Source: an optimization exercise on an open RTL-to-GDS flow (aim: small area). Production flows keep margins and buffers that such runs may drop. Function was checked by simulation only, so behaviour that the tests miss may differ from the original. Power and IR drop assume default switching activity.

## design/flow/flow/run.sh

```bash
#!/bin/bash
# Standard layout with smaller port buffers and no CTS dummy loads.
export BUFFER_PORTS_ARGS="-buffer_cell sky130_fd_sc_hd__buf_1"
export CTS_ARGS="-sink_clustering_enable -repair_clock_nets -dont_use_dummy_load -buf_list {sky130_fd_sc_hd__clkbuf_8} -sink_clustering_size 50 -sink_clustering_max_diameter 200"
bash standard.sh > standard.log 2>&1
status=$?
tail -20 standard.log
exit $status
```

## design/flow/design.v

```verilog
`timescale 1ns/1ps
package wallacePkg;
	localparam int rowCount = 13;
	localparam int rowWidth = 26;
	localparam int rowShift = 2;
	localparam int productWidth = 48;
	localparam int pipeDepth = 3;
endpackage
`timescale 1ns/1ps
module fullAdder (input logic a, input logic b, input logic c, output logic s, output logic co);
	assign s = a ^ b ^ c;
	assign co = (a & b) | (a & c) | (b & c);
endmodule
module halfAdder (input logic a, input logic b, output logic s, output logic co);
	assign s = a ^ b;
	assign co = a & b;
endmodule
module earlyReducer
(
	input logic clk,
	input logic rstN,
	input logic [337:0] rows,
	input logic inValid,
	output logic [13:0] lowQ,
	output logic [33:0] pairAQ,
	output logic [33:0] pairBQ,
	output logic carryQ,
	output logic earlyValid
);
	logic w1, w2, w3, w4, w5, w6, w7, w8, w9, w10, w11, w12, w13, w14, w15, w16, w17, w18, w19, w20, w21, w22, w23, w24, w25, w26, w27, w28, w29, w30, w31, w32, w33, w34, w35, w36, w37, w38, w39, w40, w41, w42, w43, w44, w45, w46, w47, w48, w49, w50, w51, w52, w53, w54, w55, w56, w57, w58, w59, w60, w61, w62, w63, w64, w65, w66, w67, w68, w69, w70, w71, w72, w73, w74, w75, w76, w77, w78, w79, w80, w81, w82, w83, w84, w85, w86, w87, w88, w89, w90, w91, w92, w93, w94, w95, w96, w97, w98, w99, w100, w101, w102, w103, w104, w105, w106, w107, w108, w109, w110, w111, w112, w113, w114, w115, w116, w117, w118, w119, w120, w121, w122, w123, w124, w125, w126, w127, w128, w129, w130, w131, w132, w133, w134, w135, w136, w137, w138, w139, w140, w141, w142, w143, w144, w145, w146, w147, w148, w149, w150, w151, w152, w153, w154, w155, w156, w157, w158, w159, w160, w161, w162, w163, w164, w165, w166, w167, w168, w169, w170, w171, w172, w173, w174, w175, w176, w177, w178, w179, w180, w181, w182, w183, w184, w185, w186, w187, w188, w189, w190, w191, w192, w193, w194, w195, w196, w197, w198, w199, w200, w201, w202, w203, w204, w205, w206, w207, w208, w209, w210, w211, w212, w213, w214, w215, w216, w217, w218, w219, w220, w221, w222, w223, w224, w225, w226, w227, w228, w229, w230, w231, w232, w233, w234, w235, w236, w237, w238, w239, w240, w241, w242, w243, w244, w245, w246, w247, w248, w249, w250, w251, w252, w253, w254, w255, w256, w257, w258, w259, w260, w261, w262, w263, w264, w265, w266, w267, w268, w269, w270, w271, w272, w273, w274, w275, w276, w277, w278, w279, w280, w281, w282, w283, w284, w285, w286, w287, w288, w289, w290, w291, w292, w293, w294, w295, w296, w297, w298, w299, w300, w301, w302, w303, w304, w305, w306, w307, w308, w309, w310, w311, w312, w313, w314, w315, w316, w317, w318, w319, w320, w321, w322, w323, w324, w325, w326, w327, w328, w329, w330, w331, w332, w333, w334, w335, w336, w337, w338, w339, w340, w341, w342, w343, w344, w345, w346, w347, w348, w349, w350, w351, w352, w353, w354, w355, w356, w357, w358, w359, w360, w361, w362, w363, w364, w365, w366, w367, w368, w369, w370, w371, w372, w373, w374, w375, w376, w377, w378, w379, w380, w381, w382, w383, w384, w385, w386, w387, w388, w389, w390, w391, w392, w393, w394, w395, w396, w397, w398, w399, w400, w401, w402, w403, w404, w405, w406, w407, w408, w409, w410, w411, w412, w413, w414, w415, w416, w417, w418, w419, w420, w421, w422, w423, w424, w425, w426, w427, w428, w429, w430, w431, w432, w433, w434, w435, w436, w437, w438, w439, w440, w441, w442, w443, w444, w445, w446, w447, w448, w449, w450, w451, w452, w453, w454, w455, w456, w457, w458, w459, w460, w461, w462, w463, w464, w465, w466, w467, w468, w469, w470, w471, w472, w473, w474, w475, w476, w477, w478, w479, w480, w481, w482, w483, w484, w485, w486, w487, w488, w489, w490, w491, w492, w493, w494, w495, w496, w497, w498, w499, w500, w501, w502, w503, w504, w505, w506, w507, w508, w509, w510, w511, w512, w513, w514, w515, w516, w517, w518, w519, w520, w521, w522, w523, w524, w525, w526, w527, w528, w529, w530, w531, w532, w533, w534, w535, w536, w537, w538, w539, w540, w541, w542, w543, w544, w545, w546, w547, w548, w549, w550, w551, w552, w553, w554, w555, w556, w557, w558, w559, w560, w561, w562, w563, w564, w565, w566, w567, w568, w569, w570, w571, w572, w573, w574, w575, w576, w577, w578, w579, w580, w581, w582, w583, w584, w585, w586, w587, w588, w589, w590, w591;
	halfAdder uw1 (.a(rows[18]), .b(rows[42]), .s(w1), .co(w2));
	fullAdder uw3 (.a(rows[19]), .b(rows[43]), .c(rows[67]), .s(w3), .co(w4));
	fullAdder uw5 (.a(rows[20]), .b(rows[44]), .c(rows[68]), .s(w5), .co(w6));
	halfAdder uw7 (.a(rows[92]), .b(rows[116]), .s(w7), .co(w8));
	fullAdder uw9 (.a(rows[21]), .b(rows[45]), .c(rows[69]), .s(w9), .co(w10));
	fullAdder uw11 (.a(rows[93]), .b(rows[117]), .c(rows[141]), .s(w11), .co(w12));
	fullAdder uw13 (.a(rows[22]), .b(rows[46]), .c(rows[70]), .s(w13), .co(w14));
	fullAdder uw15 (.a(rows[94]), .b(rows[118]), .c(rows[142]), .s(w15), .co(w16));
	halfAdder uw17 (.a(rows[166]), .b(rows[190]), .s(w17), .co(w18));
	fullAdder uw19 (.a(rows[23]), .b(rows[47]), .c(rows[71]), .s(w19), .co(w20));
	fullAdder uw21 (.a(rows[95]), .b(rows[119]), .c(rows[143]), .s(w21), .co(w22));
	fullAdder uw23 (.a(rows[167]), .b(rows[191]), .c(rows[215]), .s(w23), .co(w24));
	fullAdder uw25 (.a(rows[24]), .b(rows[48]), .c(rows[72]), .s(w25), .co(w26));
	fullAdder uw27 (.a(rows[96]), .b(rows[120]), .c(rows[144]), .s(w27), .co(w28));
	fullAdder uw29 (.a(rows[168]), .b(rows[192]), .c(rows[216]), .s(w29), .co(w30));
	halfAdder uw31 (.a(rows[240]), .b(rows[264]), .s(w31), .co(w32));
	fullAdder uw33 (.a(rows[25]), .b(rows[49]), .c(rows[73]), .s(w33), .co(w34));
	fullAdder uw35 (.a(rows[97]), .b(rows[121]), .c(rows[145]), .s(w35), .co(w36));
	fullAdder uw37 (.a(rows[169]), .b(rows[193]), .c(rows[217]), .s(w37), .co(w38));
	fullAdder uw39 (.a(rows[241]), .b(rows[265]), .c(rows[289]), .s(w39), .co(w40));
	fullAdder uw41 (.a(rows[25]), .b(rows[50]), .c(rows[74]), .s(w41), .co(w42));
	fullAdder uw43 (.a(rows[98]), .b(rows[122]), .c(rows[146]), .s(w43), .co(w44));
	fullAdder uw45 (.a(rows[170]), .b(rows[194]), .c(rows[218]), .s(w45), .co(w46));
	fullAdder uw47 (.a(rows[242]), .b(rows[266]), .c(rows[290]), .s(w47), .co(w48));
	fullAdder uw49 (.a(rows[75]), .b(rows[99]), .c(rows[123]), .s(w49), .co(w50));
	fullAdder uw51 (.a(rows[147]), .b(rows[171]), .c(rows[195]), .s(w51), .co(w52));
	fullAdder uw53 (.a(rows[219]), .b(rows[243]), .c(rows[267]), .s(w53), .co(w54));
	fullAdder uw55 (.a(rows[291]), .b(rows[315]), .c(~rows[25]), .s(w55), .co(w56));
	assign w57 = ~(rows[76] ^ rows[100]);
	assign w58 = rows[76] | rows[100];
	fullAdder uw59 (.a(rows[124]), .b(rows[148]), .c(rows[172]), .s(w59), .co(w60));
	fullAdder uw61 (.a(rows[196]), .b(rows[220]), .c(rows[244]), .s(w61), .co(w62));
	halfAdder uw63 (.a(rows[268]), .b(rows[292]), .s(w63), .co(w64));
	fullAdder uw65 (.a(rows[101]), .b(rows[125]), .c(rows[149]), .s(w65), .co(w66));
	fullAdder uw67 (.a(rows[173]), .b(rows[197]), .c(rows[221]), .s(w67), .co(w68));
	fullAdder uw69 (.a(rows[245]), .b(rows[269]), .c(rows[293]), .s(w69), .co(w70));
	assign w71 = ~(rows[102] ^ rows[126]);
	assign w72 = rows[102] | rows[126];
	fullAdder uw73 (.a(rows[150]), .b(rows[174]), .c(rows[198]), .s(w73), .co(w74));
	halfAdder uw75 (.a(rows[222]), .b(rows[246]), .s(w75), .co(w76));
	fullAdder uw77 (.a(rows[127]), .b(rows[151]), .c(rows[175]), .s(w77), .co(w78));
	fullAdder uw79 (.a(rows[199]), .b(rows[223]), .c(rows[247]), .s(w79), .co(w80));
	assign w81 = ~(rows[128] ^ rows[152]);
	assign w82 = rows[128] | rows[152];
	halfAdder uw83 (.a(rows[176]), .b(rows[200]), .s(w83), .co(w84));
	fullAdder uw85 (.a(rows[153]), .b(rows[177]), .c(rows[201]), .s(w85), .co(w86));
	assign w87 = ~rows[154];
	halfAdder uw88 (.a(rows[12]), .b(rows[36]), .s(w88), .co(w89));
	fullAdder uw90 (.a(rows[13]), .b(rows[37]), .c(rows[61]), .s(w90), .co(w91));
	fullAdder uw92 (.a(rows[14]), .b(rows[38]), .c(rows[62]), .s(w92), .co(w93));
	halfAdder uw94 (.a(rows[86]), .b(rows[110]), .s(w94), .co(w95));
	fullAdder uw96 (.a(rows[15]), .b(rows[39]), .c(rows[63]), .s(w96), .co(w97));
	fullAdder uw98 (.a(rows[87]), .b(rows[111]), .c(rows[135]), .s(w98), .co(w99));
	fullAdder uw100 (.a(rows[16]), .b(rows[40]), .c(rows[64]), .s(w100), .co(w101));
	fullAdder uw102 (.a(rows[88]), .b(rows[112]), .c(rows[136]), .s(w102), .co(w103));
	halfAdder uw104 (.a(rows[160]), .b(rows[184]), .s(w104), .co(w105));
	fullAdder uw106 (.a(rows[17]), .b(rows[41]), .c(rows[65]), .s(w106), .co(w107));
	fullAdder uw108 (.a(rows[89]), .b(rows[113]), .c(rows[137]), .s(w108), .co(w109));
	fullAdder uw110 (.a(rows[161]), .b(rows[185]), .c(rows[209]), .s(w110), .co(w111));
	fullAdder uw112 (.a(rows[66]), .b(rows[90]), .c(rows[114]), .s(w112), .co(w113));
	fullAdder uw114 (.a(rows[138]), .b(rows[162]), .c(rows[186]), .s(w114), .co(w115));
	fullAdder uw116 (.a(rows[210]), .b(rows[234]), .c(w1), .s(w116), .co(w117));
	fullAdder uw118 (.a(rows[91]), .b(rows[115]), .c(rows[139]), .s(w118), .co(w119));
	fullAdder uw120 (.a(rows[163]), .b(rows[187]), .c(rows[211]), .s(w120), .co(w121));
	fullAdder uw122 (.a(rows[235]), .b(w2), .c(w3), .s(w122), .co(w123));
	fullAdder uw124 (.a(rows[140]), .b(rows[164]), .c(rows[188]), .s(w124), .co(w125));
	fullAdder uw126 (.a(rows[212]), .b(rows[236]), .c(rows[260]), .s(w126), .co(w127));
	fullAdder uw128 (.a(w7), .b(w4), .c(w5), .s(w128), .co(w129));
	fullAdder uw130 (.a(rows[165]), .b(rows[189]), .c(rows[213]), .s(w130), .co(w131));
	fullAdder uw132 (.a(rows[237]), .b(rows[261]), .c(w8), .s(w132), .co(w133));
	fullAdder uw134 (.a(w6), .b(w9), .c(w11), .s(w134), .co(w135));
	fullAdder uw136 (.a(rows[214]), .b(rows[238]), .c(rows[262]), .s(w136), .co(w137));
	fullAdder uw138 (.a(rows[286]), .b(w17), .c(w10), .s(w138), .co(w139));
	fullAdder uw140 (.a(w12), .b(w13), .c(w15), .s(w140), .co(w141));
	fullAdder uw142 (.a(rows[239]), .b(rows[263]), .c(rows[287]), .s(w142), .co(w143));
	fullAdder uw144 (.a(w18), .b(w14), .c(w16), .s(w144), .co(w145));
	fullAdder uw146 (.a(w19), .b(w21), .c(w23), .s(w146), .co(w147));
	fullAdder uw148 (.a(rows[288]), .b(rows[312]), .c(w31), .s(w148), .co(w149));
	fullAdder uw150 (.a(w20), .b(w22), .c(w24), .s(w150), .co(w151));
	fullAdder uw152 (.a(w25), .b(w27), .c(w29), .s(w152), .co(w153));
	fullAdder uw154 (.a(rows[313]), .b(w32), .c(w26), .s(w154), .co(w155));
	fullAdder uw156 (.a(w28), .b(w30), .c(w33), .s(w156), .co(w157));
	fullAdder uw158 (.a(w35), .b(w37), .c(w39), .s(w158), .co(w159));
	fullAdder uw160 (.a(rows[314]), .b(w34), .c(w36), .s(w160), .co(w161));
	fullAdder uw162 (.a(w38), .b(w40), .c(w41), .s(w162), .co(w163));
	fullAdder uw164 (.a(w43), .b(w45), .c(w47), .s(w164), .co(w165));
	fullAdder uw166 (.a(~rows[51]), .b(w42), .c(w44), .s(w166), .co(w167));
	fullAdder uw168 (.a(w46), .b(w48), .c(w49), .s(w168), .co(w169));
	fullAdder uw170 (.a(w51), .b(w53), .c(w55), .s(w170), .co(w171));
	fullAdder uw172 (.a(rows[316]), .b(w57), .c(w63), .s(w172), .co(w173));
	fullAdder uw174 (.a(w50), .b(w52), .c(w54), .s(w174), .co(w175));
	fullAdder uw176 (.a(w56), .b(w59), .c(w61), .s(w176), .co(w177));
	fullAdder uw178 (.a(rows[317]), .b(~rows[77]), .c(w58), .s(w178), .co(w179));
	fullAdder uw180 (.a(w64), .b(w60), .c(w62), .s(w180), .co(w181));
	fullAdder uw182 (.a(w65), .b(w67), .c(w69), .s(w182), .co(w183));
	fullAdder uw184 (.a(rows[270]), .b(rows[294]), .c(rows[318]), .s(w184), .co(w185));
	fullAdder uw186 (.a(w71), .b(w75), .c(w66), .s(w186), .co(w187));
	fullAdder uw188 (.a(w68), .b(w70), .c(w73), .s(w188), .co(w189));
	fullAdder uw190 (.a(rows[271]), .b(rows[295]), .c(rows[319]), .s(w190), .co(w191));
	fullAdder uw192 (.a(~rows[103]), .b(w72), .c(w76), .s(w192), .co(w193));
	fullAdder uw194 (.a(w74), .b(w77), .c(w79), .s(w194), .co(w195));
	fullAdder uw196 (.a(rows[224]), .b(rows[248]), .c(rows[272]), .s(w196), .co(w197));
	fullAdder uw198 (.a(rows[296]), .b(rows[320]), .c(w81), .s(w198), .co(w199));
	fullAdder uw200 (.a(w83), .b(w78), .c(w80), .s(w200), .co(w201));
	fullAdder uw202 (.a(rows[225]), .b(rows[249]), .c(rows[273]), .s(w202), .co(w203));
	fullAdder uw204 (.a(rows[297]), .b(rows[321]), .c(~rows[129]), .s(w204), .co(w205));
	fullAdder uw206 (.a(w82), .b(w84), .c(w85), .s(w206), .co(w207));
	fullAdder uw208 (.a(rows[178]), .b(rows[202]), .c(rows[226]), .s(w208), .co(w209));
	fullAdder uw210 (.a(rows[250]), .b(rows[274]), .c(rows[298]), .s(w210), .co(w211));
	fullAdder uw212 (.a(rows[322]), .b(w87), .c(w86), .s(w212), .co(w213));
	fullAdder uw214 (.a(rows[154]), .b(rows[179]), .c(rows[203]), .s(w214), .co(w215));
	fullAdder uw216 (.a(rows[227]), .b(rows[251]), .c(rows[275]), .s(w216), .co(w217));
	fullAdder uw218 (.a(rows[299]), .b(rows[323]), .c(~rows[155]), .s(w218), .co(w219));
	assign w220 = ~(rows[180] ^ rows[204]);
	assign w221 = rows[180] | rows[204];
	fullAdder uw222 (.a(rows[228]), .b(rows[252]), .c(rows[276]), .s(w222), .co(w223));
	halfAdder uw224 (.a(rows[300]), .b(rows[324]), .s(w224), .co(w225));
	fullAdder uw226 (.a(rows[205]), .b(rows[229]), .c(rows[253]), .s(w226), .co(w227));
	fullAdder uw228 (.a(rows[277]), .b(rows[301]), .c(rows[325]), .s(w228), .co(w229));
	assign w230 = ~(rows[206] ^ rows[230]);
	assign w231 = rows[206] | rows[230];
	halfAdder uw232 (.a(rows[254]), .b(rows[278]), .s(w232), .co(w233));
	fullAdder uw234 (.a(rows[231]), .b(rows[255]), .c(rows[279]), .s(w234), .co(w235));
	assign w236 = ~rows[232];
	halfAdder uw237 (.a(rows[8]), .b(rows[32]), .s(w237), .co(w238));
	fullAdder uw239 (.a(rows[9]), .b(rows[33]), .c(rows[57]), .s(w239), .co(w240));
	fullAdder uw241 (.a(rows[10]), .b(rows[34]), .c(rows[58]), .s(w241), .co(w242));
	halfAdder uw243 (.a(rows[82]), .b(rows[106]), .s(w243), .co(w244));
	fullAdder uw245 (.a(rows[11]), .b(rows[35]), .c(rows[59]), .s(w245), .co(w246));
	fullAdder uw247 (.a(rows[83]), .b(rows[107]), .c(rows[131]), .s(w247), .co(w248));
	fullAdder uw249 (.a(rows[60]), .b(rows[84]), .c(rows[108]), .s(w249), .co(w250));
	fullAdder uw251 (.a(rows[132]), .b(rows[156]), .c(w88), .s(w251), .co(w252));
	fullAdder uw253 (.a(rows[85]), .b(rows[109]), .c(rows[133]), .s(w253), .co(w254));
	fullAdder uw255 (.a(rows[157]), .b(w89), .c(w90), .s(w255), .co(w256));
	fullAdder uw257 (.a(rows[134]), .b(rows[158]), .c(rows[182]), .s(w257), .co(w258));
	fullAdder uw259 (.a(w94), .b(w91), .c(w92), .s(w259), .co(w260));
	fullAdder uw261 (.a(rows[159]), .b(rows[183]), .c(w95), .s(w261), .co(w262));
	fullAdder uw263 (.a(w93), .b(w96), .c(w98), .s(w263), .co(w264));
	fullAdder uw265 (.a(rows[208]), .b(w104), .c(w97), .s(w265), .co(w266));
	fullAdder uw267 (.a(w99), .b(w100), .c(w102), .s(w267), .co(w268));
	fullAdder uw269 (.a(w105), .b(w101), .c(w103), .s(w269), .co(w270));
	fullAdder uw271 (.a(w106), .b(w108), .c(w110), .s(w271), .co(w272));
	fullAdder uw273 (.a(w107), .b(w109), .c(w111), .s(w273), .co(w274));
	fullAdder uw275 (.a(w112), .b(w114), .c(w116), .s(w275), .co(w276));
	fullAdder uw277 (.a(w113), .b(w115), .c(w118), .s(w277), .co(w278));
	fullAdder uw279 (.a(w120), .b(w117), .c(w122), .s(w279), .co(w280));
	fullAdder uw281 (.a(w119), .b(w121), .c(w124), .s(w281), .co(w282));
	fullAdder uw283 (.a(w126), .b(w123), .c(w128), .s(w283), .co(w284));
	fullAdder uw285 (.a(w125), .b(w127), .c(w130), .s(w285), .co(w286));
	fullAdder uw287 (.a(w132), .b(w129), .c(w134), .s(w287), .co(w288));
	fullAdder uw289 (.a(w131), .b(w136), .c(w133), .s(w289), .co(w290));
	fullAdder uw291 (.a(w138), .b(w135), .c(w140), .s(w291), .co(w292));
	fullAdder uw293 (.a(w137), .b(w142), .c(w139), .s(w293), .co(w294));
	fullAdder uw295 (.a(w141), .b(w144), .c(w146), .s(w295), .co(w296));
	fullAdder uw297 (.a(w143), .b(w148), .c(w145), .s(w297), .co(w298));
	fullAdder uw299 (.a(w147), .b(w150), .c(w152), .s(w299), .co(w300));
	fullAdder uw301 (.a(w149), .b(w151), .c(w154), .s(w301), .co(w302));
	fullAdder uw303 (.a(w153), .b(w156), .c(w158), .s(w303), .co(w304));
	fullAdder uw305 (.a(w155), .b(w157), .c(w159), .s(w305), .co(w306));
	fullAdder uw307 (.a(w160), .b(w162), .c(w164), .s(w307), .co(w308));
	fullAdder uw309 (.a(w161), .b(w163), .c(w165), .s(w309), .co(w310));
	fullAdder uw311 (.a(w166), .b(w168), .c(w170), .s(w311), .co(w312));
	fullAdder uw313 (.a(w172), .b(w167), .c(w169), .s(w313), .co(w314));
	fullAdder uw315 (.a(w171), .b(w174), .c(w176), .s(w315), .co(w316));
	fullAdder uw317 (.a(w173), .b(w178), .c(w175), .s(w317), .co(w318));
	fullAdder uw319 (.a(w177), .b(w180), .c(w182), .s(w319), .co(w320));
	fullAdder uw321 (.a(w184), .b(w179), .c(w181), .s(w321), .co(w322));
	fullAdder uw323 (.a(w186), .b(w183), .c(w188), .s(w323), .co(w324));
	fullAdder uw325 (.a(w185), .b(w190), .c(w192), .s(w325), .co(w326));
	fullAdder uw327 (.a(w187), .b(w189), .c(w194), .s(w327), .co(w328));
	fullAdder uw329 (.a(w191), .b(w196), .c(w193), .s(w329), .co(w330));
	fullAdder uw331 (.a(w198), .b(w195), .c(w200), .s(w331), .co(w332));
	fullAdder uw333 (.a(w197), .b(w202), .c(w204), .s(w333), .co(w334));
	fullAdder uw335 (.a(w199), .b(w201), .c(w206), .s(w335), .co(w336));
	fullAdder uw337 (.a(w203), .b(w205), .c(w208), .s(w337), .co(w338));
	fullAdder uw339 (.a(w210), .b(w207), .c(w212), .s(w339), .co(w340));
	fullAdder uw341 (.a(w209), .b(w211), .c(w214), .s(w341), .co(w342));
	fullAdder uw343 (.a(w216), .b(w218), .c(w213), .s(w343), .co(w344));
	fullAdder uw345 (.a(w220), .b(w224), .c(w215), .s(w345), .co(w346));
	fullAdder uw347 (.a(w217), .b(w219), .c(w222), .s(w347), .co(w348));
	fullAdder uw349 (.a(~rows[181]), .b(w221), .c(w225), .s(w349), .co(w350));
	fullAdder uw351 (.a(w223), .b(w226), .c(w228), .s(w351), .co(w352));
	fullAdder uw353 (.a(rows[302]), .b(rows[326]), .c(w230), .s(w353), .co(w354));
	fullAdder uw355 (.a(w232), .b(w227), .c(w229), .s(w355), .co(w356));
	fullAdder uw357 (.a(rows[303]), .b(rows[327]), .c(~rows[207]), .s(w357), .co(w358));
	fullAdder uw359 (.a(w231), .b(w233), .c(w234), .s(w359), .co(w360));
	fullAdder uw361 (.a(rows[256]), .b(rows[280]), .c(rows[304]), .s(w361), .co(w362));
	fullAdder uw363 (.a(rows[328]), .b(w236), .c(w235), .s(w363), .co(w364));
	fullAdder uw365 (.a(rows[232]), .b(rows[257]), .c(rows[281]), .s(w365), .co(w366));
	fullAdder uw367 (.a(rows[305]), .b(rows[329]), .c(~rows[233]), .s(w367), .co(w368));
	assign w369 = ~(rows[258] ^ rows[282]);
	assign w370 = rows[258] | rows[282];
	halfAdder uw371 (.a(rows[306]), .b(rows[330]), .s(w371), .co(w372));
	fullAdder uw373 (.a(rows[283]), .b(rows[307]), .c(rows[331]), .s(w373), .co(w374));
	assign w375 = ~rows[284];
	halfAdder uw376 (.a(rows[6]), .b(rows[30]), .s(w376), .co(w377));
	fullAdder uw378 (.a(rows[7]), .b(rows[31]), .c(rows[55]), .s(w378), .co(w379));
	fullAdder uw380 (.a(rows[56]), .b(rows[80]), .c(rows[104]), .s(w380), .co(w381));
	fullAdder uw382 (.a(rows[81]), .b(rows[105]), .c(w238), .s(w382), .co(w383));
	fullAdder uw384 (.a(rows[130]), .b(w243), .c(w240), .s(w384), .co(w385));
	fullAdder uw386 (.a(w244), .b(w242), .c(w245), .s(w386), .co(w387));
	fullAdder uw388 (.a(w246), .b(w248), .c(w249), .s(w388), .co(w389));
	fullAdder uw390 (.a(w250), .b(w253), .c(w252), .s(w390), .co(w391));
	fullAdder uw392 (.a(w254), .b(w257), .c(w256), .s(w392), .co(w393));
	fullAdder uw394 (.a(w258), .b(w261), .c(w260), .s(w394), .co(w395));
	fullAdder uw396 (.a(w262), .b(w265), .c(w264), .s(w396), .co(w397));
	fullAdder uw398 (.a(w266), .b(w268), .c(w269), .s(w398), .co(w399));
	fullAdder uw400 (.a(w270), .b(w272), .c(w273), .s(w400), .co(w401));
	fullAdder uw402 (.a(w274), .b(w277), .c(w276), .s(w402), .co(w403));
	fullAdder uw404 (.a(w278), .b(w281), .c(w280), .s(w404), .co(w405));
	fullAdder uw406 (.a(w282), .b(w285), .c(w284), .s(w406), .co(w407));
	fullAdder uw408 (.a(w286), .b(w289), .c(w288), .s(w408), .co(w409));
	fullAdder uw410 (.a(w290), .b(w293), .c(w292), .s(w410), .co(w411));
	fullAdder uw412 (.a(w294), .b(w297), .c(w296), .s(w412), .co(w413));
	fullAdder uw414 (.a(w298), .b(w301), .c(w300), .s(w414), .co(w415));
	fullAdder uw416 (.a(w302), .b(w304), .c(w305), .s(w416), .co(w417));
	fullAdder uw418 (.a(w306), .b(w308), .c(w309), .s(w418), .co(w419));
	fullAdder uw420 (.a(w310), .b(w313), .c(w312), .s(w420), .co(w421));
	fullAdder uw422 (.a(w314), .b(w317), .c(w316), .s(w422), .co(w423));
	fullAdder uw424 (.a(w318), .b(w321), .c(w320), .s(w424), .co(w425));
	fullAdder uw426 (.a(w325), .b(w322), .c(w324), .s(w426), .co(w427));
	fullAdder uw428 (.a(w326), .b(w329), .c(w328), .s(w428), .co(w429));
	fullAdder uw430 (.a(w330), .b(w333), .c(w332), .s(w430), .co(w431));
	fullAdder uw432 (.a(w334), .b(w337), .c(w336), .s(w432), .co(w433));
	fullAdder uw434 (.a(w338), .b(w341), .c(w343), .s(w434), .co(w435));
	fullAdder uw436 (.a(w342), .b(w345), .c(w347), .s(w436), .co(w437));
	fullAdder uw438 (.a(w349), .b(w346), .c(w348), .s(w438), .co(w439));
	fullAdder uw440 (.a(w350), .b(w353), .c(w352), .s(w440), .co(w441));
	fullAdder uw442 (.a(w357), .b(w354), .c(w356), .s(w442), .co(w443));
	fullAdder uw444 (.a(w358), .b(w361), .c(w360), .s(w444), .co(w445));
	fullAdder uw446 (.a(w362), .b(w365), .c(w367), .s(w446), .co(w447));
	fullAdder uw448 (.a(w369), .b(w371), .c(w366), .s(w448), .co(w449));
	fullAdder uw450 (.a(~rows[259]), .b(w370), .c(w372), .s(w450), .co(w451));
	fullAdder uw452 (.a(rows[308]), .b(rows[332]), .c(w375), .s(w452), .co(w453));
	fullAdder uw454 (.a(rows[284]), .b(rows[309]), .c(rows[333]), .s(w454), .co(w455));
	assign w456 = ~rows[310];
	halfAdder uw457 (.a(rows[4]), .b(rows[28]), .s(w457), .co(w458));
	fullAdder uw459 (.a(rows[5]), .b(rows[29]), .c(rows[53]), .s(w459), .co(w460));
	fullAdder uw461 (.a(rows[54]), .b(rows[78]), .c(w376), .s(w461), .co(w462));
	fullAdder uw463 (.a(rows[79]), .b(w377), .c(w378), .s(w463), .co(w464));
	fullAdder uw465 (.a(w237), .b(w379), .c(w380), .s(w465), .co(w466));
	fullAdder uw467 (.a(w381), .b(w239), .c(w382), .s(w467), .co(w468));
	fullAdder uw469 (.a(w241), .b(w383), .c(w384), .s(w469), .co(w470));
	fullAdder uw471 (.a(w247), .b(w385), .c(w386), .s(w471), .co(w472));
	fullAdder uw473 (.a(w251), .b(w387), .c(w388), .s(w473), .co(w474));
	fullAdder uw475 (.a(w389), .b(w255), .c(w390), .s(w475), .co(w476));
	fullAdder uw477 (.a(w259), .b(w391), .c(w392), .s(w477), .co(w478));
	fullAdder uw479 (.a(w263), .b(w393), .c(w394), .s(w479), .co(w480));
	fullAdder uw481 (.a(w267), .b(w395), .c(w396), .s(w481), .co(w482));
	fullAdder uw483 (.a(w271), .b(w397), .c(w398), .s(w483), .co(w484));
	fullAdder uw485 (.a(w275), .b(w399), .c(w400), .s(w485), .co(w486));
	fullAdder uw487 (.a(w401), .b(w279), .c(w402), .s(w487), .co(w488));
	fullAdder uw489 (.a(w283), .b(w403), .c(w404), .s(w489), .co(w490));
	fullAdder uw491 (.a(w287), .b(w405), .c(w406), .s(w491), .co(w492));
	fullAdder uw493 (.a(w291), .b(w407), .c(w408), .s(w493), .co(w494));
	fullAdder uw495 (.a(w295), .b(w409), .c(w410), .s(w495), .co(w496));
	fullAdder uw497 (.a(w299), .b(w411), .c(w412), .s(w497), .co(w498));
	fullAdder uw499 (.a(w303), .b(w413), .c(w414), .s(w499), .co(w500));
	fullAdder uw501 (.a(w307), .b(w415), .c(w416), .s(w501), .co(w502));
	fullAdder uw503 (.a(w311), .b(w417), .c(w418), .s(w503), .co(w504));
	fullAdder uw505 (.a(w315), .b(w419), .c(w420), .s(w505), .co(w506));
	fullAdder uw507 (.a(w319), .b(w421), .c(w422), .s(w507), .co(w508));
	fullAdder uw509 (.a(w323), .b(w423), .c(w424), .s(w509), .co(w510));
	fullAdder uw511 (.a(w327), .b(w425), .c(w426), .s(w511), .co(w512));
	fullAdder uw513 (.a(w331), .b(w427), .c(w428), .s(w513), .co(w514));
	fullAdder uw515 (.a(w335), .b(w429), .c(w430), .s(w515), .co(w516));
	fullAdder uw517 (.a(w339), .b(w431), .c(w432), .s(w517), .co(w518));
	fullAdder uw519 (.a(w340), .b(w433), .c(w434), .s(w519), .co(w520));
	fullAdder uw521 (.a(w344), .b(w436), .c(w435), .s(w521), .co(w522));
	fullAdder uw523 (.a(w351), .b(w437), .c(w438), .s(w523), .co(w524));
	fullAdder uw525 (.a(w355), .b(w439), .c(w440), .s(w525), .co(w526));
	fullAdder uw527 (.a(w359), .b(w441), .c(w442), .s(w527), .co(w528));
	fullAdder uw529 (.a(w363), .b(w443), .c(w444), .s(w529), .co(w530));
	fullAdder uw531 (.a(w364), .b(w446), .c(w445), .s(w531), .co(w532));
	fullAdder uw533 (.a(w368), .b(w448), .c(w447), .s(w533), .co(w534));
	fullAdder uw535 (.a(w373), .b(w450), .c(w449), .s(w535), .co(w536));
	fullAdder uw537 (.a(w374), .b(w452), .c(w451), .s(w537), .co(w538));
	fullAdder uw539 (.a(~rows[285]), .b(w453), .c(w454), .s(w539), .co(w540));
	fullAdder uw541 (.a(rows[334]), .b(w456), .c(w455), .s(w541), .co(w542));
	assign w543 = rows[310] ^ rows[335] ^ ~rows[311];
	halfAdder uw544 (.a(rows[2]), .b(rows[26]), .s(w544), .co(w545));
	fullAdder uw546 (.a(rows[3]), .b(rows[27]), .c(w545), .s(w546), .co(w547));
	fullAdder uw548 (.a(rows[52]), .b(w457), .c(w547), .s(w548), .co(w549));
	fullAdder uw550 (.a(w458), .b(w459), .c(w549), .s(w550), .co(w551));
	halfAdder uw552 (.a(w460), .b(w461), .s(w552), .co(w553));
	halfAdder uw554 (.a(w462), .b(w463), .s(w554), .co(w555));
	halfAdder uw556 (.a(w464), .b(w465), .s(w556), .co(w557));
	halfAdder uw558 (.a(w466), .b(w467), .s(w558), .co(w559));
	halfAdder uw560 (.a(w468), .b(w469), .s(w560), .co(w561));
	halfAdder uw562 (.a(w470), .b(w471), .s(w562), .co(w563));
	halfAdder uw564 (.a(w472), .b(w473), .s(w564), .co(w565));
	halfAdder uw566 (.a(w474), .b(w475), .s(w566), .co(w567));
	assign w568 = w553 | (w552 & w551);
	assign w569 = w557 | (w556 & w555);
	assign w570 = w556 & w554;
	assign w571 = w561 | (w560 & w559);
	assign w572 = w560 & w558;
	assign w573 = w565 | (w564 & w563);
	assign w574 = w564 & w562;
	assign w575 = w569 | (w570 & w568);
	assign w576 = w573 | (w574 & w571);
	assign w577 = w574 & w572;
	assign w578 = w576 | (w577 & w575);
	assign w579 = w571 | (w572 & w575);
	assign w580 = w555 | (w554 & w568);
	assign w581 = w559 | (w558 & w575);
	assign w582 = w563 | (w562 & w579);
	assign w583 = w567 | (w566 & w578);
	assign w584 = w552 ^ w551;
	assign w585 = w554 ^ w568;
	assign w586 = w556 ^ w580;
	assign w587 = w558 ^ w575;
	assign w588 = w560 ^ w581;
	assign w589 = w562 ^ w579;
	assign w590 = w564 ^ w582;
	assign w591 = w566 ^ w578;
	always_ff @(posedge clk) begin
		lowQ[0] <= rows[0];
		lowQ[1] <= rows[1];
		lowQ[2] <= w544;
		lowQ[3] <= w546;
		lowQ[4] <= w548;
		lowQ[5] <= w550;
		lowQ[6] <= w584;
		lowQ[7] <= w585;
		lowQ[8] <= w586;
		lowQ[9] <= w587;
		lowQ[10] <= w588;
		lowQ[11] <= w589;
		lowQ[12] <= w590;
		lowQ[13] <= w591;
		pairAQ[0] <= w476;
		pairBQ[0] <= w477;
		pairAQ[1] <= w478;
		pairBQ[1] <= w479;
		pairAQ[2] <= w480;
		pairBQ[2] <= w481;
		pairAQ[3] <= w482;
		pairBQ[3] <= w483;
		pairAQ[4] <= w484;
		pairBQ[4] <= w485;
		pairAQ[5] <= w486;
		pairBQ[5] <= w487;
		pairAQ[6] <= w488;
		pairBQ[6] <= w489;
		pairAQ[7] <= w490;
		pairBQ[7] <= w491;
		pairAQ[8] <= w492;
		pairBQ[8] <= w493;
		pairAQ[9] <= w494;
		pairBQ[9] <= w495;
		pairAQ[10] <= w496;
		pairBQ[10] <= w497;
		pairAQ[11] <= w498;
		pairBQ[11] <= w499;
		pairAQ[12] <= w500;
		pairBQ[12] <= w501;
		pairAQ[13] <= w502;
		pairBQ[13] <= w503;
		pairAQ[14] <= w504;
		pairBQ[14] <= w505;
		pairAQ[15] <= w506;
		pairBQ[15] <= w507;
		pairAQ[16] <= w508;
		pairBQ[16] <= w509;
		pairAQ[17] <= w510;
		pairBQ[17] <= w511;
		pairAQ[18] <= w512;
		pairBQ[18] <= w513;
		pairAQ[19] <= w514;
		pairBQ[19] <= w515;
		pairAQ[20] <= w516;
		pairBQ[20] <= w517;
		pairAQ[21] <= w518;
		pairBQ[21] <= w519;
		pairAQ[22] <= w520;
		pairBQ[22] <= w521;
		pairAQ[23] <= w522;
		pairBQ[23] <= w523;
		pairAQ[24] <= w524;
		pairBQ[24] <= w525;
		pairAQ[25] <= w526;
		pairBQ[25] <= w527;
		pairAQ[26] <= w528;
		pairBQ[26] <= w529;
		pairAQ[27] <= w530;
		pairBQ[27] <= w531;
		pairAQ[28] <= w532;
		pairBQ[28] <= w533;
		pairAQ[29] <= w534;
		pairBQ[29] <= w535;
		pairAQ[30] <= w536;
		pairBQ[30] <= w537;
		pairAQ[31] <= w538;
		pairBQ[31] <= w539;
		pairAQ[32] <= w540;
		pairBQ[32] <= w541;
		pairAQ[33] <= w542;
		pairBQ[33] <= w543;
		carryQ <= w583;
	end
	always_ff @(posedge clk or negedge rstN) begin
		if (!rstN) begin
			earlyValid <= 1'b0;
		end else begin
			earlyValid <= inValid;
		end
	end
endmodule
`timescale 1ns/1ps
module lateReducer
(
	input logic clk,
	input logic rstN,
	input logic [13:0] lowQ,
	input logic [33:0] pairAQ,
	input logic [33:0] pairBQ,
	input logic carryQ,
	input logic earlyValid,
	output logic [47:0] sumQ,
	output logic pairValid
);
	logic [33:0] g, p;
	genvar i;
	generate
		for (i = 0; i < 34; i++) begin : genPg
			halfAdder uHa (.a(pairAQ[i]), .b(pairBQ[i]), .s(p[i]), .co(g[i]));
		end
	endgenerate
	logic G1, P1, G2, P2, G3, P3, G4, P4, G5, P5, G6, P6, G7, P7, G8, P8, G9, P9, G10, P10, G11, P11, G12, P12, G13, P13, G14, P14, G15, P15, G16, P16, G17, P17, G18, P18, G19, P19, G20, P20, G21, P21, G22, P22, G23, P23, G24, P24, G25, P25, G26, P26, G27, P27, G28, P28, G29, P29, G30, P30, G31, P31, G32, P32, G33, P33, G34, P34, G35, P35, G36, P36, G37, P37, G38, P38, G39, P39, G40, P40, G41, P41, G42, P42, G43, P43, G44, P44, G45, P45, G46, P46, G47, P47, G48, P48, G49, P49, G50, P50, G51, P51, G52, P52, G53, P53, G54, P54, G55, P55, G56, P56, G57, P57, G58, P58, G59, P59, G60, P60, G61, P61;
	assign G1 = g[0] | (p[0] & carryQ);
	assign P1 = p[0] & 1'b0;
	assign G2 = g[2] | (p[2] & g[1]);
	assign P2 = p[2] & p[1];
	assign G3 = g[4] | (p[4] & g[3]);
	assign P3 = p[4] & p[3];
	assign G4 = g[6] | (p[6] & g[5]);
	assign P4 = p[6] & p[5];
	assign G5 = g[8] | (p[8] & g[7]);
	assign P5 = p[8] & p[7];
	assign G6 = g[10] | (p[10] & g[9]);
	assign P6 = p[10] & p[9];
	assign G7 = g[12] | (p[12] & g[11]);
	assign P7 = p[12] & p[11];
	assign G8 = g[14] | (p[14] & g[13]);
	assign P8 = p[14] & p[13];
	assign G9 = g[16] | (p[16] & g[15]);
	assign P9 = p[16] & p[15];
	assign G10 = g[18] | (p[18] & g[17]);
	assign P10 = p[18] & p[17];
	assign G11 = g[20] | (p[20] & g[19]);
	assign P11 = p[20] & p[19];
	assign G12 = g[22] | (p[22] & g[21]);
	assign P12 = p[22] & p[21];
	assign G13 = g[24] | (p[24] & g[23]);
	assign P13 = p[24] & p[23];
	assign G14 = g[26] | (p[26] & g[25]);
	assign P14 = p[26] & p[25];
	assign G15 = g[28] | (p[28] & g[27]);
	assign P15 = p[28] & p[27];
	assign G16 = g[30] | (p[30] & g[29]);
	assign P16 = p[30] & p[29];
	assign G17 = g[32] | (p[32] & g[31]);
	assign P17 = p[32] & p[31];
	assign G18 = G2 | (P2 & G1);
	assign P18 = P2 & P1;
	assign G19 = G4 | (P4 & G3);
	assign P19 = P4 & P3;
	assign G20 = G6 | (P6 & G5);
	assign P20 = P6 & P5;
	assign G21 = G8 | (P8 & G7);
	assign P21 = P8 & P7;
	assign G22 = G10 | (P10 & G9);
	assign P22 = P10 & P9;
	assign G23 = G12 | (P12 & G11);
	assign P23 = P12 & P11;
	assign G24 = G14 | (P14 & G13);
	assign P24 = P14 & P13;
	assign G25 = G16 | (P16 & G15);
	assign P25 = P16 & P15;
	assign G26 = G19 | (P19 & G18);
	assign P26 = P19 & P18;
	assign G27 = G21 | (P21 & G20);
	assign P27 = P21 & P20;
	assign G28 = G23 | (P23 & G22);
	assign P28 = P23 & P22;
	assign G29 = G25 | (P25 & G24);
	assign P29 = P25 & P24;
	assign G30 = G27 | (P27 & G26);
	assign P30 = P27 & P26;
	assign G31 = G29 | (P29 & G28);
	assign P31 = P29 & P28;
	assign G32 = G31 | (P31 & G30);
	assign P32 = P31 & P30;
	assign G33 = G28 | (P28 & G30);
	assign P33 = P28 & P30;
	assign G34 = G20 | (P20 & G26);
	assign P34 = P20 & P26;
	assign G35 = G22 | (P22 & G30);
	assign P35 = P22 & P30;
	assign G36 = G24 | (P24 & G33);
	assign P36 = P24 & P33;
	assign G37 = G3 | (P3 & G18);
	assign P37 = P3 & P18;
	assign G38 = G5 | (P5 & G26);
	assign P38 = P5 & P26;
	assign G39 = G7 | (P7 & G34);
	assign P39 = P7 & P34;
	assign G40 = G9 | (P9 & G30);
	assign P40 = P9 & P30;
	assign G41 = G11 | (P11 & G35);
	assign P41 = P11 & P35;
	assign G42 = G13 | (P13 & G33);
	assign P42 = P13 & P33;
	assign G43 = G15 | (P15 & G36);
	assign P43 = P15 & P36;
	assign G44 = G17 | (P17 & G32);
	assign P44 = P17 & P32;
	assign G45 = g[1] | (p[1] & G1);
	assign P45 = p[1] & P1;
	assign G46 = g[3] | (p[3] & G18);
	assign P46 = p[3] & P18;
	assign G47 = g[5] | (p[5] & G37);
	assign P47 = p[5] & P37;
	assign G48 = g[7] | (p[7] & G26);
	assign P48 = p[7] & P26;
	assign G49 = g[9] | (p[9] & G38);
	assign P49 = p[9] & P38;
	assign G50 = g[11] | (p[11] & G34);
	assign P50 = p[11] & P34;
	assign G51 = g[13] | (p[13] & G39);
	assign P51 = p[13] & P39;
	assign G52 = g[15] | (p[15] & G30);
	assign P52 = p[15] & P30;
	assign G53 = g[17] | (p[17] & G40);
	assign P53 = p[17] & P40;
	assign G54 = g[19] | (p[19] & G35);
	assign P54 = p[19] & P35;
	assign G55 = g[21] | (p[21] & G41);
	assign P55 = p[21] & P41;
	assign G56 = g[23] | (p[23] & G33);
	assign P56 = p[23] & P33;
	assign G57 = g[25] | (p[25] & G42);
	assign P57 = p[25] & P42;
	assign G58 = g[27] | (p[27] & G36);
	assign P58 = p[27] & P36;
	assign G59 = g[29] | (p[29] & G43);
	assign P59 = p[29] & P43;
	assign G60 = g[31] | (p[31] & G32);
	assign P60 = p[31] & P32;
	assign G61 = g[33] | (p[33] & G44);
	assign P61 = p[33] & P44;
	logic [33:0] carries;
	assign carries[0] = carryQ;
	assign carries[1] = G1;
	assign carries[2] = G45;
	assign carries[3] = G18;
	assign carries[4] = G46;
	assign carries[5] = G37;
	assign carries[6] = G47;
	assign carries[7] = G26;
	assign carries[8] = G48;
	assign carries[9] = G38;
	assign carries[10] = G49;
	assign carries[11] = G34;
	assign carries[12] = G50;
	assign carries[13] = G39;
	assign carries[14] = G51;
	assign carries[15] = G30;
	assign carries[16] = G52;
	assign carries[17] = G40;
	assign carries[18] = G53;
	assign carries[19] = G35;
	assign carries[20] = G54;
	assign carries[21] = G41;
	assign carries[22] = G55;
	assign carries[23] = G33;
	assign carries[24] = G56;
	assign carries[25] = G42;
	assign carries[26] = G57;
	assign carries[27] = G36;
	assign carries[28] = G58;
	assign carries[29] = G43;
	assign carries[30] = G59;
	assign carries[31] = G32;
	assign carries[32] = G60;
	assign carries[33] = G44;
	always_ff @(posedge clk) begin
		sumQ <= {p ^ carries, lowQ};
	end
	always_ff @(posedge clk or negedge rstN) begin
		if (!rstN) begin
			pairValid <= 1'b0;
		end else begin
			pairValid <= earlyValid;
		end
	end
endmodule
`timescale 1ns/1ps
module finalAdder
(
	input logic clk,
	input logic rstN,
	input logic [47:0] sumQ,
	input logic pairValid,
	output logic [47:0] product,
	output logic outValid
);
	always_ff @(posedge clk) begin
		product <= sumQ;
	end
	always_ff @(posedge clk or negedge rstN) begin
		if (!rstN) begin
			outValid <= 1'b0;
		end else begin
			outValid <= pairValid;
		end
	end
endmodule
`timescale 1ns/1ps
module wallaceTree
(
	input logic clk,
	input logic rstN,
	input logic [337:0] rows,
	input logic inValid,
	output logic [47:0] product,
	output logic outValid
);
	logic [13:0] lowQ;
	logic [33:0] pairAQ;
	logic [33:0] pairBQ;
	logic carryQ;
	logic earlyValid;
	logic [47:0] sumQ;
	logic pairValid;
	earlyReducer uEarly (
		.clk(clk),
		.rstN(rstN),
		.rows(rows),
		.inValid(inValid),
		.lowQ(lowQ),
		.pairAQ(pairAQ),
		.pairBQ(pairBQ),
		.carryQ(carryQ),
		.earlyValid(earlyValid)
	);
	lateReducer uLate (
		.clk(clk),
		.rstN(rstN),
		.lowQ(lowQ),
		.pairAQ(pairAQ),
		.pairBQ(pairBQ),
		.carryQ(carryQ),
		.earlyValid(earlyValid),
		.sumQ(sumQ),
		.pairValid(pairValid)
	);
	finalAdder uFinal (
		.clk(clk),
		.rstN(rstN),
		.sumQ(sumQ),
		.pairValid(pairValid),
		.product(product),
		.outValid(outValid)
	);
endmodule
```

## design/flow/config.mk

```make
export PLATFORM = sky130hd
export DESIGN_NAME = wallaceTree
export DESIGN_NICKNAME = wallaceTree
export VERILOG_FILES = /design/flow/design.v
export SDC_FILE = /design/flow/constraint.sdc
export NUM_CORES = 4
export LEC_CHECK = 0
export CAP_MARGIN = 20
export CORE_MARGIN = 2
export CORE_UTILIZATION = 40
export SLEW_MARGIN = 20
export SYNTH_HIERARCHICAL = 1
```

## design/flow/standard.sh

```bash
#!/bin/bash
# synth_recipe.tcl (not shown) runs the flow's synth.tcl, then flattens the netlist and writes it again
# the make line also repeats each setting of config.mk as NAME=value (left out here)
make -C /OpenROAD-flow-scripts/flow DESIGN_CONFIG=/design/flow/config.mk WORK_HOME=/design/flow/orfs CLKGATE_MAP_FILE= SYNTH_SCRIPT=/design/flow/synth_recipe.tcl "${@:-finish}"
```

## design/flow/constraint.sdc

```tcl
create_clock -name core_clock -period 3.0 [get_ports {clk}]
set_input_delay 0.6000 -clock core_clock [delete_from_list [all_inputs] [get_ports {clk}]]
set_output_delay 0.6000 -clock core_clock [all_outputs]
set_load 0.01 [all_outputs]
```

==> run summary, run 1 <==
status: complete, no violations
max_slew headroom: 72.9%
first-pass GRT wire length: 35200 um
Top delay family on crit path: adder cells
max incr delay on CP: 0.50 ns
clock latency on the worst-skew pair: 0.45 ns
number of global-route vias before repair: 7375
Max IR drop VDD: 332 uV
CP cell instances: buf_1 -> fa_1 -> fa_1 -> fa_1 -> ha_1 -> a21oi_1 -> o21a_1 -> o31ai_1 -> ha_2 -> or2_4
largest net degree at the start of global routing: 20
Final Cycle Share: 94.6%
share of layout cells above drive strength 1: 4.45%
area leader, netlist: fa_1
Post-CTS Setup Bufs: 0
worst min path class: primary input to register
Core Area: 26200 um2
maximum fanout along the worst path: 3
initial antenna violation count: 0
Slew @ Worst Pin: 0.406 ns
RSZ-0062 raised after global routing: false
die area: 28100 um2
port bufs: 387
global route overflow: 0
Max Transition Viols Final: 0
# rows: 59
Synth Instances: 693
commonest non-fill, non-tap cell in the layout: buf_1
Synth Net Count: 1371
Post-Synthesis Cell Area: 10700 um2
Antenna Nets Post-Route: 0
PostCTS Resize Cnt: 0
n_diodes: 0
final wirelength: 21500 um
setup violators final: 0
post-synthesis cell type count: 38
Avg WL per Cell: 14.9 um
synth top area cells: fa_1 46%, dfxtp_1 33%, ha_1 10%
clk root buf: clkbuf_8
#FFs+latches synth: 182
critical path endpoint category: register
final instance area: 12900 um2
chip height: 168 um
Pleak: 5.21 nW
TritonCTS Buffers: 17
Clock Tree Buf Depth: 2
Reg area: 3660 um2
DIE WIDTH: 168 um
Pre-antenna DRT Iters: 4
most frequent cells in the layout: 387 x buf_1, 237 x fa_1, 179 x dfxtp_1
Post-synth EDFFs: 0
Fmax achieved: 352 MHz
final setup margin: 0.161 ns
RePlAce Congestion: 0.855
main flop type after synthesis: dfxtp_1
CP Data Required Time: 3.34 ns
Crit-path slowest cell: fa_1
Seq/Total Area, Yosys: 34.1%
PD cells: 856 nW/um2
IO Pins: 390
area grow syn2layout: 20.6%
Filler cells: 2371
via count: 6392
TritonCTS clock tree: done
Fin Clk Skew: 0.0457 ns
net count of the finished layout: 1782
htree depth: 4
Area after DPL: 12700 um2
Final HPWL DP: 19900 um
Synth top area share: 46.5%
DP Worst Slack: -0.318 ns
total power: 11.1 mW
# clock sinks: 182
hold slack: 0.281 ns
CP Buf/Inv Count: 1
WP data arrival: 3.18 ns
ys async rst share: 1.65%
iteration-0 DRC count of the detailed router: 150
syn avg cell area: 15.5 um2
multi-input logic area: 6960 um2
CP most frequent cell: fa_1
max cap viols: 0
hold buffers post-CTS: 1
Ys Warns: 9
crit start category: primary input
critical path class: primary input to register
vias per inst: 4.45
Final Util: 49.3%
fin crit period: 2.84 ns
DRC viols: 0
Final Hold Fails: 0
initial core utilization: 40.9%
clock transition at the registers of the reported paths: 0.09 ns
GRT Total Usage: 16.4%
[cell families (layout without fill, tap and decap cells)]
logic type | count (synthesis) | in the layout | synth area share (%)
buf+inv | 43 | 452 | 1.51
fa+ha+maj | 337 | 337 | 56.8
compound gates | 54 | 54 | 3.50
xor+xnor | 21 | 21 | 1.72
flops | 182 | 182 | 34.1
simple gates | 56 | 56 | 2.39
[registers in the layout (all words and copies together), names as in the netlist]
signal and cells:
uEarly.carryQ 1, uLate.pairValid 1, uFinal.product 48, uEarly.earlyValid 1
uEarly.pairAQ 34, uEarly.lowQ 14, uFinal.outValid 1, uEarly.pairBQ 34
uLate.sumQ 48
[per-layer routing]
layer  GRT usage, %  routed length (um)
met1           19.2                8300
met3           4.33                1390
met2           29.8               11500
met4           4.31                 291
met5              0                   0
[metrics by stage]
| stage | TNS, ns | cells |
|---|---|---|
| floorplan | -0.244 | 693 |
| global placement | -5.46 | 1419 |
| detailed placement | -6.33 | 1419 |
| CTS | 0 | 1437 |
| global route | 0 | 1437 |
| finish | 0 | 1437 |
[synth_stat cells (2+ instances only)]
cell type	number
or2_2	3
a21oi_1	15
o21a_1	3
o21ai_0	6
fa_1	249
or3_1	2
ha_1	88
nand2_1	14
a21o_1	12
nor2_1	26
dfrtp_1	3
inv_1	43
dfxtp_1	179
a21o_2	2
nand3_1	2
o21ai_1	2
o31ai_1	2
xnor2_1	21
nand4_1	2
[Yosys stat by module, one instance, submodules excluded, excerpt]
| module | cell area (um2) | copies in the design | cells | flops+latches |
|---|---|---|---|---|
| earlyReducer | 2100 | 1 | 154 | 84 |
| finalAdder | 986 | 1 | 49 | 49 |
| fullAdder | 20.0 | 249 | 1 | 0 |
| halfAdder | 12.5 | 60 | 1 | 0 |
| lateReducer | 1900 | 1 | 181 | 49 |
[area by class of cell]
| cell class | count | area share [%] |
|---|---|---|
| sequential | 182 | 28.3 |
| clock buffer | 17 | 1.81 |
| inverter | 43 | 1.25 |
| tap | 335 | 3.24 |
| timing repair buffer | 392 | 11.5 |
| multi-input combinational | 468 | 53.9 |
[path summary, 6_finish.rpt]
path / from / endpoint / slack [ns] / cells after the start
min in group asynchronous: rstN / uEarly.earlyValid / 0.51 / 2
setup / recovery: rows[9] / uEarly.carryQ / 0.16 / 10
hold reg to reg: uEarly.lowQ[9] / uLate.sumQ[9] / 0.31 / 0
max in group asynchronous: rstN / uFinal.outValid / 2.34 / 2
hold / removal: inValid / uEarly.earlyValid / 0.28 / 1
setup reg to reg: uEarly.pairAQ[0] / uLate.sumQ[36] / 0.31 / 11
[report_power, final]
part	switching [mW]	total, mW	leakage (nW)	internal, mW
registers	0.292	4.00	1.55	3.71
logic	3.10	5.87	3.55	2.77
clock network	0.698	1.20	0.122	0.502
==> run 2, diff against run 1 <==
==> design/flow/flow/run.sh (replaced) <==
#!/bin/bash
# Standard layout with smaller port buffers and no CTS dummy loads.
export BUFFER_PORTS_ARGS="-buffer_cell sky130_fd_sc_hd__buf_1"
export CTS_ARGS="-sink_clustering_enable -repair_clock_nets -dont_use_dummy_load -buf_list {sky130_fd_sc_hd__clkbuf_4 sky130_fd_sc_hd__clkbuf_8} -sink_clustering_size 30 -sink_clustering_max_diameter 100"
bash standard.sh > standard.log 2>&1
status=$?
tail -20 standard.log
exit $status
==> run summary, run 2 <==
status: complete, no violations
max_slew headroom: 72.9%
Core Area: 26200 um2
hold slack: 0.281 ns
via count: 6392
area leader, netlist: fa_1
commonest non-fill, non-tap cell in the layout: buf_1
Max Transition Viols Final: 0
chip height: 168 um
Avg WL per Cell: 14.9 um
Worst Setup SP: rows[9]
area grow syn2layout: 20.6%
share of layout cells above drive strength 1: 4.45%
PD cells: 856 nW/um2
Top delay family on crit path: adder cells
Reg2Reg Depth: 11
Synth top area share: 46.5%
Worst R2R Setup Slack: 0.31 ns
total power: 11.1 mW
clock transition at the registers of the reported paths: 0.09 ns
maximum fanout along the worst path: 3
final wirelength: 21500 um
clock latency on the worst-skew pair: 0.45 ns
TritonCTS clock tree: done
die area: 28100 um2
clk root buf: clkbuf_8
TritonCTS Buffers: 17
RR Startpoint: uEarly.pairAQ[0]
RSZ-0062 raised after global routing: false
DIE WIDTH: 168 um
R2R Path End: uLate.sumQ[36]
critical path endpoint category: register
DRC viols: 0
Final Hold Fails: 0
post-synthesis cell type count: 38
fin crit period: 2.84 ns
vias per inst: 4.45
IO Pins: 390
CP cell instances: buf_1 -> fa_1 -> fa_1 -> fa_1 -> ha_1 -> a21oi_1 -> o21a_1 -> o31ai_1 -> ha_2 -> or2_4
first-pass GRT wire length: 35200 um
min-delay src: inValid
Pleak: 5.21 nW
iteration-0 DRC count of the detailed router: 150
critical path class: primary input to register
Clock Tree Buf Depth: 2
Final HPWL DP: 19900 um
# clock sinks: 182
Final Cycle Share: 94.6%
Slew @ Worst Pin: 0.406 ns
most frequent cells in the layout: 387 x buf_1, 237 x fa_1, 179 x dfxtp_1
CP Buf/Inv Count: 1
Post-synth top cells: 249 x fa_1, 179 x dfxtp_1, 88 x ha_1
Sum Neg Setup Slack: 0 ns
crit start category: primary input
global route overflow: 0
number of global-route vias before repair: 7375
WP data arrival: 3.18 ns
RePlAce Congestion: 0.855
Synth Net Count: 1371
Fin Clk Skew: 0.0457 ns
Seq/Total Area, Yosys: 34.1%
initial core utilization: 40.9%
port bufs: 387
most instantiated library cell after synthesis: fa_1
Post-Synthesis Cell Area: 10700 um2
worst min path class: primary input to register
Top Registers: uFinal.product (48), uLate.sumQ (48)
CP Data Required Time: 3.34 ns
Hold Path Depth: 1
htree depth: 4
max cap viols: 0
Pre-antenna DRT Iters: 4
GRT Total Usage: 16.4%
#FFs+latches synth: 182
syn avg cell area: 15.5 um2
Ys Warns: 9
Synth Instances: 693
largest net degree at the start of global routing: 20
initial antenna violation count: 0
max incr delay on CP: 0.50 ns
synth top area cells: fa_1 46%, dfxtp_1 33%, ha_1 10%
Hold EP: uEarly.earlyValid
net count of the finished layout: 1782
Post-synth EDFFs: 0
Antenna Nets Post-Route: 0
CP most frequent cell: fa_1
main flop type after synthesis: dfxtp_1
Max IR drop VDD: 332 uV
n_diodes: 0
setup violators final: 0
Fmax achieved: 352 MHz
# rows: 59
Crit-path slowest cell: fa_1
ys async rst share: 1.65%
-- run 2: per-layer routing --
layer | vias up | track usage [%] | share of wire [%]
met5 | - | 0 | 0
met4 | 0 | 4.31 | 1.4
met3 | 23 | 4.33 | 6.4
met2 | 209 | 29.8 | 54
met1 | 3132 | 19.2 | 39
li1 | 3028 | - | -
-- run 2: power breakdown --
group          total (mW)  internal, mW  switching, mW
clock                1.20         0.502          0.698
sequential           4.00          3.71          0.292
combinational        5.87          2.77           3.10
-- run 2: final cells by class --
type                            instances  area (um2)
Clock buffer                           17         234
Multi-Input combinational cell        468        6960
Tap cell                              335         419
Sequential cell                       182        3660
Fill cell                            2371       13300
Inverter                               43         161
Timing Repair Buffer                  392        1490
-- run 2: how the worst max path moves through the flow --
| stage | end | depth (start not counted) |
|---|---|---|
| after CTS | uLate.sumQ[36] | 11 |
| after global routing | uLate.sumQ[36] | 11 |
| after floorplan | uEarly.carryQ | 9 |
| after global placement | uEarly.carryQ | 10 |
| after detailed placement | uEarly.carryQ | 10 |
| final | uEarly.carryQ | 10 |
-- run 2: per-stage QoR --
stage,area (um2),util [%],instances,setup WS (ns)
after floorplan,10800,-,693,-0.142
after global placement,12700,48.4,1419,-0.301
after detailed placement,12700,48.4,1419,-0.318
after CTS,12900,49.3,1437,0.154
after global routing,12900,49.3,1437,0.000677
final,12900,49.3,1437,0.161
-- run 2: what timing repair did --
action,CTS,global route
setup buffers,0,0
gates resized for setup,0,0
hold buffers,1,0
endpoints found under the setup margin,0,0
endpoints found under the hold margin,3,0
-- run 2: cell families (layout without fill, tap and decap cells) --
group	after synthesis	after routing	synth area share [%]
flip-flops	182	182	34.1
AO/OA/AOI/OAI	54	54	3.50
adder cells (fa/ha/maj)	337	337	56.8
XOR/XNOR	21	21	1.72
buffers and inverters	43	452	1.51
AND/OR/NAND/NOR	56	56	2.39
-- run 2: modules after synthesis, one instance, submodules excluded, a selection --
module | cells | cell area, um2 | times used
fullAdder | 1 | 20.0 | 249
earlyReducer | 154 | 2100 | 1
halfAdder | 1 | 12.5 | 60
finalAdder | 49 | 986 | 1
lateReducer | 181 | 1900 | 1

==> port drivers added, routing unchanged <==
Ports are ideal in the flow. The routed layouts listed here were re-timed in OpenROAD.
Step 1 assumes that a clkbuf_16 drives the clock port and a buf_2 every other input.
Step 2 moves the port delays by t, midway between the first and last clock arrival at a register: inputs arrive t later, outputs are due t later. That takes back most of the time a late clock gives input paths.
a / b / c = ideal ports / drivers / drivers and shift; a / b = the first two.
run	shift t [ns]	setup slack, ns	hold slack, ns
run 1	0.475	0.161 / 0.182 / -0.293	0.281 / 0.261 / 0.309
run 2	0.475	0.161 / 0.182 / -0.293	0.281 / 0.261 / 0.309
With both steps, setup timing fails in run 1 and run 2, where it was met with ideal ports.
